This is an optimization exercise on Yosys and OpenROAD, whose aim is small area, a short achievable clock period and few clock cycles per item, not a production implementation. In this exercise RTL edits were held to simulation tests only and were not proved equivalent to the original. Power is estimated from default activity; no workload was simulated.

--- design.v ---
package lsc_pkg;
  localparam int ENTRIES = 32;
  localparam int IDX_W   = 5;
  localparam int KEY_W   = 32;
  localparam int STAMP_W = 32;
  localparam int QDEPTH  = 4;    
  localparam logic OP_ADD   = 1'b0;
  localparam logic OP_CLEAR = 1'b1;
endpackage
module lsc_cell (
  input  logic                         clk,
  input  logic                         we_key,
  input  logic                         we_stamp,
  input  logic [lsc_pkg::KEY_W-1:0]    wr_key,
  input  logic [lsc_pkg::STAMP_W-1:0]  wr_stamp,
  input  logic [lsc_pkg::KEY_W-1:0]    cmp_key,
  input  logic [lsc_pkg::STAMP_W-1:0]  cmp_stamp,
  output logic                         key_eq,      
  output logic                         stamp_lt,    
  output logic                         stamp_le     
);
  logic [lsc_pkg::KEY_W-1:0]   key;
  logic [lsc_pkg::STAMP_W-1:0] stamp;
  always_ff @(posedge clk) begin
    if (we_key) key <= wr_key;
  end
  always_ff @(posedge clk) begin
    if (we_stamp) stamp <= wr_stamp;
  end
  assign key_eq   = (cmp_key == key);
  assign stamp_lt = (cmp_stamp < stamp);
  assign stamp_le = (cmp_stamp <= stamp);
endmodule
module lru_sample_cache_slot_manager (
  input  logic                 clk,
  input  logic                 rst,
  input  logic                 req_valid,
  output logic                 req_ready,
  input  logic                 req_op,
  input  logic [31:0]          req_key,
  input  logic [31:0]          req_now_time,
  output logic                 rsp_valid,
  input  logic                 rsp_ready,
  output logic [4:0]           rsp_slot,
  output logic                 rsp_hit,
  output logic                 rsp_evicted
);
  localparam int N = lsc_pkg::ENTRIES;
  localparam int Q = lsc_pkg::QDEPTH;
  logic        a_v;
  logic        a_op;
  logic [31:0] a_key;
  logic [31:0] a_t;
  logic        req_acc;
  assign req_acc = req_valid && req_ready;
  always_ff @(posedge clk) begin
    if (rst) a_v <= 1'b0;
    else     a_v <= req_acc;
  end
  always_ff @(posedge clk) begin
    if (req_acc) begin
      a_op  <= req_op;
      a_key <= req_key;
      a_t   <= req_now_time;
    end
  end
  logic         b_v;
  logic         b_op;
  logic [31:0]  b_key;
  logic [31:0]  b_t;
  logic [N-1:0] b_eq, b_lt, b_le;
  logic         b_same, b_tlt, b_tle;
  logic [N-1:0] valid;
  logic [N-1:0] sel;        
  logic [N-1:0] wsel;       
  logic [N-1:0] eq_a, lt_a, le_a;
  for (genvar g = 0; g < N; g++) begin : g_cell
    lsc_cell u_cell (
      .clk       (clk),
      .we_key    (sel[g]),
      .we_stamp  (sel[g]),
      .wr_key    (b_key),
      .wr_stamp  (b_t),
      .cmp_key   (a_key),
      .cmp_stamp (a_t),
      .key_eq    (eq_a[g]),
      .stamp_lt  (lt_a[g]),
      .stamp_le  (le_a[g])
    );
  end
  always_ff @(posedge clk) begin
    if (rst) b_v <= 1'b0;
    else     b_v <= a_v;
  end
  always_ff @(posedge clk) begin
    b_op   <= a_op;
    b_key  <= a_key;
    b_t    <= a_t;
    b_eq   <= eq_a;
    b_lt   <= lt_a;
    b_le   <= le_a;
    b_same <= (a_key == b_key);
    b_tlt  <= (a_t <  b_t);
    b_tle  <= (a_t <= b_t);
  end
  logic [N-1:0] match, lt, le;
  always_comb begin
    for (int k = 0; k < N; k++) begin
      match[k] = valid[k] && (wsel[k] ? b_same : b_eq[k]);
      lt[k]    = wsel[k] ? b_tlt : b_lt[k];
      le[k]    = wsel[k] ? b_tle : b_le[k];
    end
  end
  wire  [N*N-1:0] older;
  logic [N-1:0]   oldest;
  for (genvar i = 0; i < N; i++) begin : g_row
    for (genvar k = 0; k < N; k++) begin : g_col
      if (i < k) begin : g_bit
        logic ob;
        always_ff @(posedge clk) begin
          if (sel[i])      ob <= le[k];
          else if (sel[k]) ob <= !lt[i];
        end
        assign older[i*N+k] = ob;
      end else begin : g_none
        assign older[i*N+k] = 1'b0;
      end
    end
  end
  always_comb begin
    logic [N-1:0] o;
    for (int i = 0; i < N; i++) begin
      o[i] = 1'b1;
      for (int k = 0; k < N; k++) begin
        if (k > i) o[i] = o[i] &  older[i*N+k];
        if (k < i) o[i] = o[i] & !older[k*N+i];
      end
    end
    oldest = o;
  end
  logic         found, full, is_add, is_clr;
  logic [N-1:0] fill;
  logic [4:0]   match_idx, oldest_idx, fill_idx;
  assign found  = |match;
  assign full   = valid[N-1];
  assign is_add = b_v && (b_op == lsc_pkg::OP_ADD);
  assign is_clr = b_v && (b_op == lsc_pkg::OP_CLEAR);
  always_comb begin
    for (int k = 0; k < N; k++) begin
      fill[k] = !valid[k] && (k == 0 || valid[k-1]);
    end
  end
  always_comb begin
    logic [4:0] mi, oi, fi;
    mi = '0;
    oi = '0;
    fi = '0;
    for (int k = 0; k < N; k++) begin
      if (match[k])  mi = mi | 5'(k);
      if (oldest[k]) oi = oi | 5'(k);
      if (fill[k])   fi = fi | 5'(k);
    end
    match_idx  = mi;
    oldest_idx = oi;
    fill_idx   = fi;
  end
  always_comb begin
    if (!is_add)    sel = '0;
    else if (found) sel = match;
    else if (full)  sel = oldest;
    else            sel = fill;
  end
  always_ff @(posedge clk) begin
    if (rst) wsel <= '0;
    else     wsel <= sel;
  end
  always_ff @(posedge clk) begin
    if (rst || is_clr) valid <= '0;
    else               valid <= valid | sel;
  end
  logic [6:0] res;
  always_comb begin
    if (!is_add)    res = 7'd0;
    else if (found) res = {match_idx, 1'b1, 1'b0};
    else if (full)  res = {oldest_idx, 1'b0, 1'b1};
    else            res = {fill_idx, 1'b0, 1'b0};
  end
  logic [Q-1:0] q_v;
  logic [6:0]   q_d [Q];
  logic [Q-1:0] nv;
  logic [6:0]   nd  [Q];
  logic         pop;
  assign pop = q_v[0] && rsp_ready;
  always_comb begin
    logic [Q-1:0] tv;
    logic [6:0]   td [Q];
    for (int i = 0; i < Q; i++) begin
      if (pop) begin
        tv[i] = (i + 1 < Q) ? q_v[(i + 1) % Q] : 1'b0;
        td[i] = q_d[(i + 1) % Q];
      end else begin
        tv[i] = q_v[i];
        td[i] = q_d[i];
      end
    end
    for (int i = 0; i < Q; i++) begin
      nv[i] = tv[i];
      nd[i] = td[i];
      if (b_v && !tv[i] && (i == 0 || tv[(i + Q - 1) % Q])) begin
        nv[i] = 1'b1;
        nd[i] = res;
      end
    end
  end
  always_ff @(posedge clk) begin
    if (rst) q_v <= '0;
    else     q_v <= nv;
  end
  always_ff @(posedge clk) begin
    for (int i = 0; i < Q; i++) q_d[i] <= nd[i];
  end
  assign rsp_valid   = q_v[0];
  assign rsp_slot    = q_d[0][6:2];
  assign rsp_hit     = q_d[0][1];
  assign rsp_evicted = q_d[0][0];
  logic [2:0] inflight, inflight_next;
  logic       ready_r;
  assign inflight_next = inflight + 3'(req_acc) - 3'(pop);
  always_ff @(posedge clk) begin
    if (rst) begin
      inflight <= '0;
      ready_r  <= 1'b1;
    end else begin
      inflight <= inflight_next;
      ready_r  <= (inflight_next < 3'(Q));
    end
  end
  assign req_ready = ready_r;
endmodule
--- run.sh ---
#!/bin/bash
# synth_recipe.tcl (not shown) runs the flow's synth.tcl, then flattens the netlist and writes it again
# the make line also repeats each setting of config.mk as NAME=value (left out here)
make -C /OpenROAD-flow-scripts/flow DESIGN_CONFIG=/design/flow/config.mk WORK_HOME=/design/flow/orfs CLKGATE_MAP_FILE= SYNTH_SCRIPT=/design/flow/synth_recipe.tcl finish
--- config.mk ---
export PLATFORM = sky130hd
export DESIGN_NAME = lru_sample_cache_slot_manager
export DESIGN_NICKNAME = lru_sample_cache_slot_manager
export VERILOG_FILES = /design/flow/design.v
export SDC_FILE = /design/flow/constraint.sdc
export NUM_CORES = 4
export LEC_CHECK = 0
export CAP_MARGIN = 20
export CORE_MARGIN = 2
export CORE_UTILIZATION = 40
export SLEW_MARGIN = 20
--- constraint.sdc ---
create_clock -name core_clock -period 5.0 [get_ports {clk}]
set_input_delay 1.0000 -clock core_clock [delete_from_list [all_inputs] [get_ports {clk}]]
set_output_delay 1.0000 -clock core_clock [all_outputs]
set_load 0.01 [all_outputs]
==> qor.yml <==
min_path:
  hp-start: "a_op"
  hold-path-endpoint: "b_op"
  holdPathStages: 0
  min_path_type: "register to register"
synth:
  synthArstFlopShare: 0
  synth_area_um2: 135000
  synth_cell_types: 76
  syn_nets: 11500
  ys_seq_elements: 2873
  synth_edf_count: 2637
  ys.flop_type: "edfxtp_1"
  synthesis.instances: 10400
  yosysWarnings: 6
  synth-seq-area-share: 0.624
  syn_area_per_cell_um2: 13.0
detailed_routing:
  drcViolationCount: 0
  dr.pass1.iters: 6
  wirelength_mm: 461
  antenna_left: 0
  wl_per_cell_um: 29.9
  drt_iter0_drc: 11700
  routed-via-count: 89600
  routed_via_density: 5.81
sta:
  finalCritPeriodShare: 0.884
  fin_crit_ps: 4420
  whs_ps: 421
  max_slew_margin: 0.133
  setup-tns-final_ps: 0
  max_freq_mhz: 226
  tightest_slew_ps: 1290
  setup_viol: 0
  grt_setup_unrepaired: "false"
  fin_ws_ps: 582
  finalMaxSlewViolations: 0
  hold_violations: 0
  fin_skew_ps: 79.9
layout:
  finalNetCount: 11900
  fill_cells: 29600
  fin_util: 0.459
  drive_above_1_share: 0.0949
  multi_input_area_um2: 45000
  syn_to_final_growth_pct: 14.0
  regArea_um2: 84000
global_route:
  grt_max_degree: 65
  antenna_found_initial: 42
  first_global_vias: 87200
  grtUsageMet2: 0.420
  grt.total_usage: 0.266
  gr-total-overflow: 0
  use_met3: 0.0373
  grt_pass1_wl_mm: 645
  grt_busiest_layer: "met2"
  grtUsageMet1: 0.364
clocking:
  cts_buffer_depth: 4
  postCtsSetupBuffers: 0
  clk_latency_ps: 960
  cts_hold_buf: 0
  path_clk_slew_ps: 60
  clockRootBuffer: "clkbuf_16"
  cts_resized: 0
  numCtsBuffers: 308
  cts_sinks: 2873
  cts_tree: "yes"
  htree_levels: 5
worst_setup_path:
  worstPathArrival_ps: 5000
  end_kind: "register"
  critPathMaxFanout: 26
  critical-path-top-delay-family: "simple AND/OR/NAND/NOR gates"
  regToRegSetupSlack_ps: 580
  slowest_delay_ps: 920
  crit_top_cell: "nand2_1"
  worstSetupPathType: "register to register"
  crit_buf_inv: 2
  worstPathRequired_ps: 5580
  startpoint_type: "register"
  rr_worst_depth: 9
  rr_startpoint: "b_same"
  cp_slowest_cell: "or4_1"
  path_cells: "mux2_2, nand2_1, nand4_1, or4_1, nor2_8, nand2_1, a21o_2, clkinv_2, buf_4"
  timing.rr.end: "g_cell[19].u_cell.stamp[25]"
floorplanning:
  start_util: 0.403
  die_h_um: 584
  core_area_um2: 334000
  ios: 78
  die_width_um: 584
  row_count: 212
  dieArea_um2: 341000
run_status:
  status: "finished clean"
place:
  gp_congestion: 0.934
  pre_cts_ws_ps: 745
  portBuffers: 77
  hpwlAfterDp_mm: 292
pwr:
  leakagePower_nw: 63.0
  vdd_drop_max_v: 0.000351
  powerDensity_nw_per_um2: 388
job:
  cap_viol_max_count: 0
layout make-up:
cell class,count,area share
clock inverters,143,0.00976
diodes,22,0.000359
flip-flops and latches,2873,0.548
multi-input cells,5981,0.294
clock buffers,419,0.0560
well taps,4387,0.0358
inverters,1115,0.0276
repair buffers,470,0.0290
power by group:
part / total, mW / internal, mW / switching, mW
Sequential: 28.4 / 27.5 / 0.924
Combinational: 7.91 / 2.20 / 5.70
Clock: 23.1 / 13.3 / 9.81
synthesized netlist by cell type, types with 5 or more instances:
cell	number	area, µm²
a211o_1	5	43.8
a211oi_1	22	165
a21o_1	254	1910
a21oi_1	354	1770
a221oi_1	13	114
a22oi_1	7	52.6
a31oi_1	11	68.8
a41oi_1	5	43.8
and2_1	11	68.8
and3_1	19	119
and4_1	17	149
buf_1	42	158
buf_2	21	105
buf_4	9	67.6
buf_6	16	180
clkbuf_1	309	1160
dfxtp_1	236	4720
edfxtp_1	2637	79200
ha_1	1057	13200
inv_1	1115	4190
mux2_2	62	698
mux2i_1	177	1770
nand2_1	781	2930
nand2b_1	46	288
nand3_1	80	400
nand4_1	399	2500
nand4b_1	12	105
nor2_1	212	796
nor2b_1	68	425
nor3_1	68	340
nor4_1	394	2460
nor4b_1	37	324
o211ai_1	31	233
o21a_1	47	353
o21ai_0	577	2890
o21ai_1	10	50.1
o21bai_1	10	75.1
o221ai_1	6	52.6
o31ai_1	16	120
or2_2	11	68.8
or3_1	22	138
or4_1	21	158
xor2_1	1056	9250
registers in the layout, indices dropped and copies added, names as in the netlist, 28 cells and up:
register              count
a_key                    32
a_t                      32
b_eq                     32
b_key                    32
b_le                     31
b_lt                     31
b_t                      32
g_cell.u_cell.key      1024
g_cell.u_cell.stamp    1024
g_row.g_col.g_bit.ob    496
q_d                      28
valid                    32
wsel                     32
cell families (layout without fill, tap and decap cells):
| family | Yosys count | after routing | synth area share |
|---|---|---|---|
| buffers and inverters | 1513 | 2147 | 0.0436 |
| DFF | 2873 | 2873 | 0.624 |
| xor gates and xnor gates | 1058 | 1058 | 0.0689 |
| AOI/OAI and AO/OA | 1415 | 1415 | 0.0623 |
| adders and majority gates | 1058 | 1058 | 0.0985 |
| and+or+nand+nor | 2211 | 2211 | 0.0847 |
| other | 0 | 22 | 0 |
| muxes | 239 | 239 | 0.0184 |
metal layers:
layer | vias to the layer above | share of wire
met1 | 45500 | 0.41
met2 | 4738 | 0.45
met3 | 940 | 0.091
met5 | - | 0.000096
met4 | 6 | 0.051
li1 | 38400 | -
worst max path at each step:
stage,depth (start not counted),slack [ps],endpoint,from
global route,9,520,g_cell[19].u_cell.stamp[28],b_same
detailed placement,9,740,g_cell[19].u_cell.stamp[27],b_same
floorplan,13,780,g_cell[28].u_cell.key[0],wsel[27]
global placement,9,810,g_cell[19].u_cell.stamp[27],b_same
CTS,9,720,g_cell[19].u_cell.stamp[25],b_same
finish,9,580,g_cell[19].u_cell.stamp[25],b_same
cell usage in the layout (no fill, tap or decap), types with 159 or more instances in the layout:
| cell | netlist | final |
|---|---|---|
| ha_1 | 1057 | 1057 |
| nand4_1 | 399 | 399 |
| a21o_1 | 254 | 249 |
| inv_1 | 1115 | 1082 |
| edfxtp_1 | 2637 | 2637 |
| buf_4 | 9 | 334 |
| dfxtp_1 | 236 | 203 |
| clkbuf_16 | 0 | 313 |
| nor2_1 | 212 | 211 |
| o21ai_0 | 577 | 572 |
| a21oi_1 | 354 | 354 |
| mux2i_1 | 177 | 159 |
| xor2_1 | 1056 | 1056 |
| nand2_1 | 781 | 773 |
| nor4_1 | 394 | 389 |
per-stage QoR:
| stage | total power, mW | instances | area (µm²) |
|---|---|---|---|
| 2_1_floorplan | 32.0 | 10400 | 135000 |
| 3_3_place_gp | 36.4 | 14800 | 143000 |
| 3_5_place_dp | 36.6 | 14800 | 143000 |
| 4_1_cts | 59.5 | 15400 | 153000 |
| 5_1_grt | 61.0 | 15400 | 153000 |
| 6_report | 59.4 | 15400 | 153000 |
worst register-to-register path, stage by stage, from the launching register on:
cell and delay (ps):
dfxtp_1 650, mux2_2 470, nand2_1 140, nand4_1 170, or4_1 920, nor2_8 480, nand2_1 100, a21o_2 250
clkinv_2 520, buf_4 380
Testbench counts, summed over its fixed seeds: cycles 4,024, items 4,000.

[separate check: timing with driven ports]
In the flow no input, the clock included, has a driving cell. The finished layout below was timed again as built, in two steps.
Step 1, drivers: a clkbuf_16 drives clk and a buf_2 each remaining input, both assumed.
Step 2 times the ports against the registers' clock, not the clock port: input delays grow and output delays shrink by t, the midpoint of the rising clock arrivals with the driver on.
Slacks: no drivers / after step 1 / after step 2; pairs: no drivers / after step 1.
t, ns: 1.023
setup slack, ns: 0.582 / 0.582 / 0.582
worst hold slack (ns): 0.421 / 0.421 / 0.421
pins driven straight from the clock port: 1
After both steps setup and hold are still met in this run. For this run, drivers alone change the setup slack by 0.000 ns; drivers and shift together by 0.000 ns.
